Background: an optimization exercise with open tools, aiming at small area, a short achievable clock period and few clock cycles. Do not read the settings as production practice.
Only simulation tests tie the RTL to the original design; equivalence was not proved.
Power and IR drop assume default switching activity.

## mul_accel_top
module mul_accel_top #(
  parameter int unsigned StreamerCsrNum = 6
) (
  input  logic  clk_i,
  input  logic  rst_n_i,
  input  mul_accel_pkg::addr_t csr_req_addr_i,
  input  mul_accel_pkg::word_t csr_req_data_i,
  input  logic  csr_req_write_i,
  input  logic  csr_req_valid_i,
  output logic  csr_req_ready_o,
  output mul_accel_pkg::word_t csr_rsp_data_o,
  output logic  csr_rsp_valid_o,
  input  logic  csr_rsp_ready_i,
  output mul_accel_pkg::addr_t tcdm_addr_o,
  output mul_accel_pkg::word_t tcdm_wdata_o,
  output logic  tcdm_write_o,
  output logic  tcdm_req_o,
  input  logic  tcdm_gnt_i,
  input  mul_accel_pkg::word_t tcdm_rdata_i,
  input  logic  tcdm_rvalid_i
);
For scale: about 2100 cells after synthesis, roughly 200 I/O pins, about 22000 um^2 of cells after synthesis.
Settings: LEC_CHECK=0, CAP_MARGIN=20, CORE_MARGIN=8, CORE_UTILIZATION=40, CTS_BUF_LIST=sky130_fd_sc_hd__clkbuf_16, CTS_CLUSTER_DIAMETER=100, CTS_CLUSTER_SIZE=20, PLACE_DENSITY=0.6, SETUP_SLACK_MARGIN=4, SLEW_MARGIN=20; clock period 8.0 ns.
standard.sh (not shown) runs the stock make flow with config.mk's settings and CLKGATE_MAP_FILE= SYNTH_SCRIPT=/design/flow/synth_recipe.tcl, a recipe that flattens the netlist after the stock synthesis.
==> flow/flow/run.sh <==
#!/bin/bash
set -euo pipefail
bash standard.sh "BUFFER_PORTS_ARGS=-buffer_cell sky130_fd_sc_hd__buf_1" finish > flow_make.log 2>&1
Testbench counts at the start, summed over its fixed seeds: cycles 11,462.
==> next run, changes <==
--- a/flow/design.v
+++ b/flow/design.v
@@ -37,21 +37,21 @@
 );
   logic [31:0] base_a_q, base_b_q, base_c_q, len_q, count_q;
   logic [3:0]  shift_q, cshift_q;
   logic        rsp_valid_q;
   logic [6:0]  rsel_q;
   logic        st_a_q, st_b_q, st_c_q, st_t_q;
   logic        first_q, last_q;
   logic [31:0] idx_q;
   logic [31:0] addr_q;
   logic        ga_q, gb_q, s1_q, s2_q, cv_q;
-  logic [15:0] a_q;
+  logic [15:0] a_q, b_q;
   logic [31:0] c_q;
   logic busy;
   assign busy = st_a_q | st_b_q | st_c_q | st_t_q;
   logic       req_fire, wr, hi_zero;
   logic [3:0] a4;
   logic       start;
   assign req_fire = csr_req_valid_i & ~rsp_valid_q;
   assign wr       = req_fire & csr_req_write_i;
   assign hi_zero  = csr_req_addr_i[31:4] == '0;
   assign a4       = csr_req_addr_i[3:0];
@@ -63,29 +63,20 @@
                    rd & (a4 == 4'd3), rd & (a4 == 4'd2), rd & (a4 == 4'd1), rd & (a4 == 4'd0)};
   always_ff @(posedge clk_i or negedge rst_n_i) begin
     if (!rst_n_i) begin
       rsp_valid_q <= 1'b0;
     end else if (req_fire) begin
       rsp_valid_q <= 1'b1;
     end else if (csr_rsp_ready_i) begin
       rsp_valid_q <= 1'b0;
     end
   end
-  always_ff @(posedge clk_i or negedge rst_n_i) begin
-    if (!rst_n_i) begin
-      cpend_q <= 1'b0;
-    end else if (req_fire) begin
-      cpend_q <= rsel_d[4];
-    end else if (csr_rsp_ready_i) begin
-      cpend_q <= 1'b0;
-    end
-  end
   always_ff @(posedge clk_i) begin
     if (req_fire) rsel_q <= rsel_d;
   end
   assign csr_rsp_data_o = ({32{rsel_q[0]}} & base_a_q) | ({32{rsel_q[1]}} & base_b_q) |
                           ({32{rsel_q[2]}} & base_c_q) | ({32{rsel_q[3]}} & len_q) |
                           ({32{rsel_q[4]}} & count_q) | ({32{rsel_q[5]}} & {28'd0, shift_q}) |
                           {31'd0, rsel_q[6]};
   assign csr_req_ready_o = ~rsp_valid_q;
   assign csr_rsp_valid_o = rsp_valid_q;
   always_ff @(posedge clk_i or negedge rst_n_i) begin
@@ -106,22 +97,22 @@
       end
       if (wr && hi_zero && a4 == 4'd6) shift_q <= csr_req_data_i[3:0];
     end
   end
   logic gnt_a, gnt_b, gnt_c, adv_c, done;
   assign gnt_a = st_a_q & tcdm_gnt_i;
   assign gnt_b = st_b_q & tcdm_gnt_i;
   assign gnt_c = req_c & tcdm_gnt_i;
   assign adv_c = st_c_q & (first_q | gnt_c);
   assign done  = st_t_q & gnt_c;
-  logic cnt_pend, cnt_hold, creq_q, dfr_q, req_c, cpend_q;
-  assign cnt_pend = cpend_q;
+  logic cnt_pend, cnt_hold, creq_q, dfr_q, req_c;
+  assign cnt_pend = rsp_valid_q & rsel_q[4];
   assign cnt_hold = cnt_pend | dfr_q;
   assign req_c    = (st_c_q | st_t_q) & cv_q & (creq_q | ~cnt_hold);
   always_ff @(posedge clk_i or negedge rst_n_i) begin
     if (!rst_n_i) begin
       count_q <= '0;
       creq_q  <= 1'b0;
       dfr_q   <= 1'b0;
     end else begin
       creq_q <= req_c & ~tcdm_gnt_i;
       if (!cnt_pend && (gnt_c || dfr_q)) begin
@@ -204,50 +195,26 @@
       else if (gnt_c) cv_q <= 1'b0;
     end
   end
   always_ff @(posedge clk_i) begin
     if (start | gnt_a | gnt_b | adv_c) addr_q <= nsum[32:1];
   end
   assign tcdm_req_o   = st_a_q | st_b_q | req_c;
   assign tcdm_write_o = st_c_q | st_t_q;
   assign tcdm_addr_o  = addr_q;
   logic        s1_fire;
-  logic [7:0]  bhi_q;
-  logic [3:0]  one_q, two_q, neg_q;
-  logic        top_q;
-  logic [7:0]  nbyte;
+  logic [7:0]  dig;
   logic [15:0] addend;
   logic [23:0] msum;
   assign s1_fire = s1_q & ~cv_q;
-  assign nbyte   = gb_q ? tcdm_rdata_i[7:0] : bhi_q;
+  assign dig     = b_q[7:0];
   assign addend  = s2_q ? c_q[31:16] : 16'd0;
-  always_comb begin
-    logic [23:0] acc;
-    logic [16:0] sel;
-    logic [23:0] row;
-    acc = {8'd0, addend};
-    for (int i = 0; i < 4; i++) begin
-      sel = ({17{one_q[i]}} & {1'b0, a_q}) | ({17{two_q[i]}} & {a_q, 1'b0});
-      row = {{7{neg_q[i]}}, sel ^ {17{neg_q[i]}}};
-      acc = acc + (row << (2 * i)) + (24'(neg_q[i]) << (2 * i));
-    end
-    acc = acc + ({8'd0, {16{top_q}} & a_q} << 8);
-    msum = acc;
-  end
+  assign msum    = a_q * dig + addend;
   always_ff @(posedge clk_i) begin
     if (ga_q) a_q <= tcdm_rdata_i[15:0];
-    if (gb_q) bhi_q <= tcdm_rdata_i[15:8];
-    if (gb_q | s1_fire) begin
-      for (int i = 0; i < 4; i++) begin
-        logic lo;
-        lo = (i == 0) ? 1'b0 : nbyte[2*i-1];
-        neg_q[i] <= nbyte[2*i+1];
-        one_q[i] <= nbyte[2*i] ^ lo;
-        two_q[i] <= (nbyte[2*i+1] & ~nbyte[2*i] & ~lo) | (~nbyte[2*i+1] & nbyte[2*i] & lo);
-      end
-      top_q <= nbyte[7];
-    end
+    if (gb_q) b_q <= tcdm_rdata_i[15:0];
+    else if (s1_fire) b_q[7:0] <= b_q[15:8];
     if (s1_fire | s2_q) c_q[31:8] <= msum;
     if (s2_q) c_q[7:0] <= c_q[15:8];
   end
   assign tcdm_wdata_o = c_q >> cshift_q;
 endmodule
Total power falls by 78%.
Clock skew drops by 0.017 ns.
Global-route usage decreases by 0.51 points.
Via count fell by 5.4%.
Wire length goes down by 5.6%.
Die area came out lower by 2.8%.
Fmax shrinks by 5.5%.
Testbench counts after the change, summed over its fixed seeds: cycles 11,462.

[static timing again, ports no longer ideal]
How much do the figures lean on ideal ports? The routed layouts below were timed once more, with nothing changed but the port constraints. Step 1 sets driving cells, clkbuf_16 on the clock port and buf_2 on the other inputs (assumed; they add their load-dependent delay and slew). Step 2 times the ports against the registers' clock, not the clock port: input delays grow and output delays shrink by t, the midpoint of the rising clock arrivals with the driver on. Slacks: ideal / step 1 / step 2; pairs: ideal / step 1.
| run | t (ns) | setup WS [ns] | clock arrival spread, ns | worst register clock-pin slew, ns | cell pins on the clock port's net |
|---|---|---|---|---|---|
| the first run | 0.601 | 3.679 / 3.679 / 3.679 | 0.045 / 0.045 | 0.09 / 0.09 | 1 |
| the second run | 0.604 | 3.427 / 3.427 / 3.427 | 0.030 / 0.030 | 0.09 / 0.09 | 1 |
After both steps every run listed still meets setup and hold.
